Source: an optimization exercise on an open RTL-to-GDS flow (aim: small area). Production flows keep margins and buffers that such runs may drop.
Where RTL was checked, it was by simulation tests only, not by an equivalence proof against the original.

==> flow/design.v (excerpt) <==
module sprite_compositor
#(
    parameter int unsigned N_SPR   = 8,
    parameter int unsigned ADDR_W  = 13,
    parameter int unsigned ROM_LAT = 1
) (
    input  logic                       clk_vga,
    input  logic                       rst_n,
    input  logic [sprite_pkg::COORD_W-1:0]         x_ptr,
    input  logic [sprite_pkg::COORD_W-1:0]         y_ptr,
    input  logic                       pix_valid,
    input  logic                       frame_start,
    output logic [ADDR_W-1:0]          rom_addr,
    input  logic [7:0]                 rom_data,
    output logic [7:0]                 RGB,
    output logic                       rgb_valid,
    input  logic [N_SPR-1:0]           spr_en,
    input  logic [N_SPR*sprite_pkg::COORD_W-1:0]   spr_x,
    input  logic [N_SPR*sprite_pkg::COORD_W-1:0]   spr_y,
    input  logic [N_SPR*sprite_pkg::COORD_W-1:0]   spr_w,
    input  logic [N_SPR*sprite_pkg::COORD_W-1:0]   spr_h,
    input  logic [N_SPR*ADDR_W-1:0]    spr_base,
    output logic [N_SPR-1:0]           collide
);
For scale: about 490 I/O pins, ~11000 um^2 of cells after synthesis.
==> module sprite_compositor, before the edit <==
module sprite_compositor
#(
    parameter int unsigned N_SPR   = 8,
    parameter int unsigned ADDR_W  = 13,
    parameter int unsigned ROM_LAT = 1
) (
    input  logic                       clk_vga,
    input  logic                       rst_n,
    input  logic [sprite_pkg::COORD_W-1:0]         x_ptr,
    input  logic [sprite_pkg::COORD_W-1:0]         y_ptr,
    input  logic                       pix_valid,
    input  logic                       frame_start,
    output logic [ADDR_W-1:0]          rom_addr,
    input  logic [7:0]                 rom_data,
    output logic [7:0]                 RGB,
    output logic                       rgb_valid,
    input  logic [N_SPR-1:0]           spr_en,
    input  logic [N_SPR*sprite_pkg::COORD_W-1:0]   spr_x,
    input  logic [N_SPR*sprite_pkg::COORD_W-1:0]   spr_y,
    input  logic [N_SPR*sprite_pkg::COORD_W-1:0]   spr_w,
    input  logic [N_SPR*sprite_pkg::COORD_W-1:0]   spr_h,
    input  logic [N_SPR*ADDR_W-1:0]    spr_base,
    output logic [N_SPR-1:0]           collide
);
    localparam int unsigned CW = sprite_pkg::COORD_W;
    logic [N_SPR-1:0]  box;      
    logic [CW-1:0]     ndx [N_SPR];
    logic [CW-1:0]     ndy [N_SPR];
    logic [CW-1:0]     nx_ptr, ny_ptr;
    assign nx_ptr = ~x_ptr;
    assign ny_ptr = ~y_ptr;
    for (genvar i = 0; i < N_SPR; i++) begin : g_slot
        sprite_hit_unit u_hit (
            .en    (spr_en[i]),
            .nx_ptr(nx_ptr),
            .ny_ptr(ny_ptr),
            .spr_x (spr_x[i*CW +: CW]),
            .spr_y (spr_y[i*CW +: CW]),
            .spr_w (spr_w[i*CW +: CW]),
            .spr_h (spr_h[i*CW +: CW]),
            .hit   (box[i]),
            .ndx   (ndx[i]),
            .ndy   (ndy[i])
        );
    end
    logic [N_SPR-1:0] hit;
    logic             any_hit;
    logic [N_SPR-1:0] first;     
    logic             any_box;
    assign hit     = box & {N_SPR{pix_valid}};
    assign any_hit = |hit;
    assign any_box = |box;
    always_comb begin
        for (int i = 0; i < N_SPR; i++) begin
            first[i] = pix_valid;
            for (int j = 0; j < i; j++) first[i] = first[i] & !box[j];
        end
    end
    logic [N_SPR-1:0] sel [3];
    logic             hold [2];
    for (genvar g = 0; g < 3; g++) begin : g_sel
        sprite_and2x8 u_sel (.a(first), .b(box), .y(sel[g]));
    end
    for (genvar g = 0; g < 2; g++) begin : g_hold
        sprite_nand2 u_hold (.a(pix_valid), .b(any_box), .y(hold[g]));
    end
    logic [CW-1:0]     dx_q, ndy_q, nw_q;
    logic [ADDR_W-1:0] base_q;
    logic [CW-1:0]     dx_d, ndy_d, nw_d;
    logic [ADDR_W-1:0] base_d;
    for (genvar b = 0; b < CW; b++) begin : g_mux_c
        logic [N_SPR-1:0] dxn, dyn, ww;
        for (genvar i = 0; i < N_SPR; i++) begin : g_in
            assign dxn[i] = ndx[i][b];
            assign dyn[i] = ndy[i][b];
            assign ww[i]  = spr_w[i*CW + b];
        end
        sprite_mux8hn u_dx (.sel(sel[0]), .hold(hold[0]), .d(dxn), .y(dx_d[b]));
        sprite_mux8   u_dy (.sel(sel[1]), .d(dyn), .y(ndy_d[b]));
        sprite_mux8n  u_w  (.sel(sel[1]), .d(ww),  .y(nw_d[b]));
    end
    for (genvar b = 0; b < ADDR_W; b++) begin : g_mux_b
        logic [N_SPR-1:0] bb;
        for (genvar i = 0; i < N_SPR; i++) begin : g_in
            assign bb[i] = spr_base[i*ADDR_W + b];
        end
        sprite_mux8h u_base (.sel(sel[2]), .hold(hold[1]), .d(bb), .q(rom_addr[b]),
                             .y(base_d[b]));
    end
    logic [N_SPR-2:0]  m1_q, m2_q;
    logic              any1_q, any2_q, v1_q, v2_q, fs1_q, fs2_q;
    logic              live_q;   
    always_ff @(posedge clk_vga or negedge rst_n) begin
        if (!rst_n) begin
            live_q <= 1'b0;
            any1_q <= 1'b0;
            any2_q <= 1'b0;
            v1_q   <= 1'b0;
            v2_q   <= 1'b0;
            fs1_q  <= 1'b0;
            fs2_q  <= 1'b0;
        end else begin
            live_q <= 1'b1;
            any1_q <= any_hit;
            any2_q <= any1_q;
            v1_q   <= pix_valid;
            v2_q   <= v1_q;
            fs1_q  <= frame_start;
            fs2_q  <= fs1_q;
        end
    end
    always_ff @(posedge clk_vga) begin
        dx_q   <= dx_d;
        ndy_q  <= ndy_d;
        nw_q   <= nw_d;
        base_q <= base_d;
        m1_q  <= hit[0] ? hit[N_SPR-1:1] : '0;
        m2_q  <= m1_q;
    end
    logic [78:0] pp;
    sprite_pp u_pp (
        .ndy (ndy_q),
        .nw  (nw_q),
        .pp  (pp)
    );
    logic [ADDR_W-1:0] addr;
    sprite_addr_tree u_addr (
        .dx   (dx_q),
        .base (base_q),
        .pp   (pp),
        .addr (addr)
    );
    assign rom_addr = addr & {ADDR_W{live_q}};
    logic             opaque;
    logic             hit_op;    
    logic             nfs2;
    logic [N_SPR-2:0] acc_q, acc_d, col_d;
    assign opaque     = rom_data != sprite_pkg::TRANSPARENT;
    assign hit_op     = opaque && any2_q;
    assign nfs2       = !fs2_q;
    assign collide[0] = 1'b0;
    for (genvar j = 0; j < N_SPR - 1; j++) begin : g_coll
        sprite_ao22 u_acc (.a1(m2_q[j]), .a2(hit_op), .b1(acc_q[j]), .b2(nfs2), .y(acc_d[j]));
        sprite_ao22 u_col (.a1(acc_q[j]), .a2(fs2_q), .b1(collide[j+1]), .b2(nfs2), .y(col_d[j]));
    end
    always_ff @(posedge clk_vga or negedge rst_n) begin
        if (!rst_n) begin
            RGB                <= 8'h00;
            rgb_valid          <= 1'b0;
            acc_q              <= '0;
            collide[N_SPR-1:1] <= '0;
        end else begin
            rgb_valid          <= v2_q;
            RGB                <= hit_op ? rom_data : sprite_pkg::BG_COLOR;
            acc_q              <= acc_d;
            collide[N_SPR-1:1] <= col_d;
        end
    end
endmodule
==> flow/config.mk <==
export PLATFORM = sky130hd
export DESIGN_NAME = sprite_compositor
export DESIGN_NICKNAME = sprite_compositor
export VERILOG_FILES = /design/flow/design.v
export SDC_FILE = /design/flow/constraint.sdc
export NUM_CORES = 4
export LEC_CHECK = 0
export CAP_MARGIN = 20
export CORE_MARGIN = 2
export CORE_UTILIZATION = 45
export GPL_TIMING_DRIVEN = 0
export SLEW_MARGIN = 20
export SYNTH_HIERARCHICAL = 1
export SYNTH_MINIMUM_KEEP_SIZE = 0
==> flow/constraint.sdc <==
create_clock -name core_clock -period 11.0 [get_ports {clk_vga}]
set_input_delay 2.2000 -clock core_clock [delete_from_list [all_inputs] [get_ports {clk_vga}]]
set_output_delay 2.2000 -clock core_clock [all_outputs]
set_load 0.01 [all_outputs]
standard.sh (not shown) runs the stock make flow with config.mk's settings and CLKGATE_MAP_FILE= SYNTH_SCRIPT=/design/flow/synth_recipe.tcl, a recipe that flattens the netlist after the stock synthesis.
==> flow/flow/run.sh <==
#!/bin/bash
# Own flow: the standard layout (standard.sh), with these changes:
#  - Yosys's synth skips its early "abc -fast" pass (SYNTH_ARGS=-noabc), so the
#    full-adder extraction sees the adders as written; the final ABC mapping is unchanged.
#  - after synthesis every combinational cell is set to its smallest drive strength
#    (downsize.py); the repair steps of the layout upsize where timing or slew needs it.
#  - every input and output port still gets a buffer, but a small one (buf_1).
#  - clock tree: small clock buffers and no dummy loads.
# Each tool's output goes to a log file in this folder.
set -euo pipefail
RES=orfs/results/sky130hd/sprite_compositor/base
LIB=$FLOW_HOME/platforms/sky130hd/lib/sky130_fd_sc_hd__tt_025C_1v80.lib
ARGS=(
    SYNTH_ARGS=-noabc
    REMOVE_ABC_BUFFERS=1
    "BUFFER_PORTS_ARGS=-buffer_cell sky130_fd_sc_hd__buf_1"
    "CTS_ARGS=-sink_clustering_enable -repair_clock_nets -dont_use_dummy_load -buf_list sky130_fd_sc_hd__clkbuf_8 -sink_clustering_size 30"
)
bash standard.sh "${ARGS[@]}" synth > flow_synth.log 2>&1
cp $RES/1_2_yosys.v flow_1_2_yosys_orig.v
python3 flow/downsize.py $LIB $RES/1_2_yosys.v > flow_downsize.log 2>&1
rm -f $RES/1_synth.odb $RES/1_synth.sdc
bash standard.sh "${ARGS[@]}" finish > flow_finish.log 2>&1
Other scripts of this flow, unchanged in this note and not shown: flow/flow/downsize.py
Then changed:
--- a/flow/design.v
+++ b/flow/design.v
@@ -187,9 +187,9 @@
             for (int j = 0; j < i; j++) first[i] = first[i] & !box[j];
         end
     end
-    logic [N_SPR-1:0] sel [3];
+    logic [N_SPR-1:0] sel [2];
     logic             hold [2];
-    for (genvar g = 0; g < 3; g++) begin : g_sel
+    for (genvar g = 0; g < 2; g++) begin : g_sel
         sprite_and2x8 u_sel (.a(first), .b(box), .y(sel[g]));
     end
     for (genvar g = 0; g < 2; g++) begin : g_hold
@@ -207,7 +207,7 @@
             assign ww[i]  = spr_w[i*CW + b];
         end
         sprite_mux8hn u_dx (.sel(sel[0]), .hold(hold[0]), .d(dxn), .y(dx_d[b]));
-        sprite_mux8   u_dy (.sel(sel[1]), .d(dyn), .y(ndy_d[b]));
+        sprite_mux8   u_dy (.sel(sel[0]), .d(dyn), .y(ndy_d[b]));
         sprite_mux8n  u_w  (.sel(sel[1]), .d(ww),  .y(nw_d[b]));
     end
     for (genvar b = 0; b < ADDR_W; b++) begin : g_mux_b
@@ -215,7 +215,7 @@
         for (genvar i = 0; i < N_SPR; i++) begin : g_in
             assign bb[i] = spr_base[i*ADDR_W + b];
         end
-        sprite_mux8h u_base (.sel(sel[2]), .hold(hold[1]), .d(bb), .q(rom_addr[b]),
+        sprite_mux8h u_base (.sel(sel[1]), .hold(hold[1]), .d(bb), .q(rom_addr[b]),
                              .y(base_d[b]));
     end
     logic [N_SPR-2:0]  m1_q, m2_q;
Effect: Wire length drops by a few percent; final area drops slightly; final cell count drops slightly; setup slack is better by 32 ps; worst hold slack is worse by 3.9 ps; area after synthesis drops slightly.
Only the layout flow was run in the first run of this note; the RTL was not checked for function there.

## afterwards: timing with drivers on the ports
Ports are ideal in the flow. The routed layouts listed here were re-timed in OpenROAD.
Step 1, drivers: a clkbuf_16 drives clk_vga and a buf_2 each remaining input, both assumed.
Step 2 adds t to the input delays and takes it off the output delays; t is the mean of the earliest and latest rising clock arrival at the registers after step 1. Input paths then give back, and output paths get back, about the clock's delay inside the block.
Three values: ideal, step 1, step 2; two values: the first two.
run | t (ns) | slack for setup (ns) | hold slack, ns | clock arrival spread, ns | worst data-port slew with drivers (ns)
the first run | 0.402 | 1.251 / 1.205 / 1.503 | 0.323 / 0.323 / 0.323 | 0.028 / 0.028 | 0.11
the second run | 0.407 | 1.283 / 1.242 / 1.400 | 0.319 / 0.319 / 0.319 | 0.047 / 0.047 | 0.09
After both steps setup and hold are still met in every run listed.
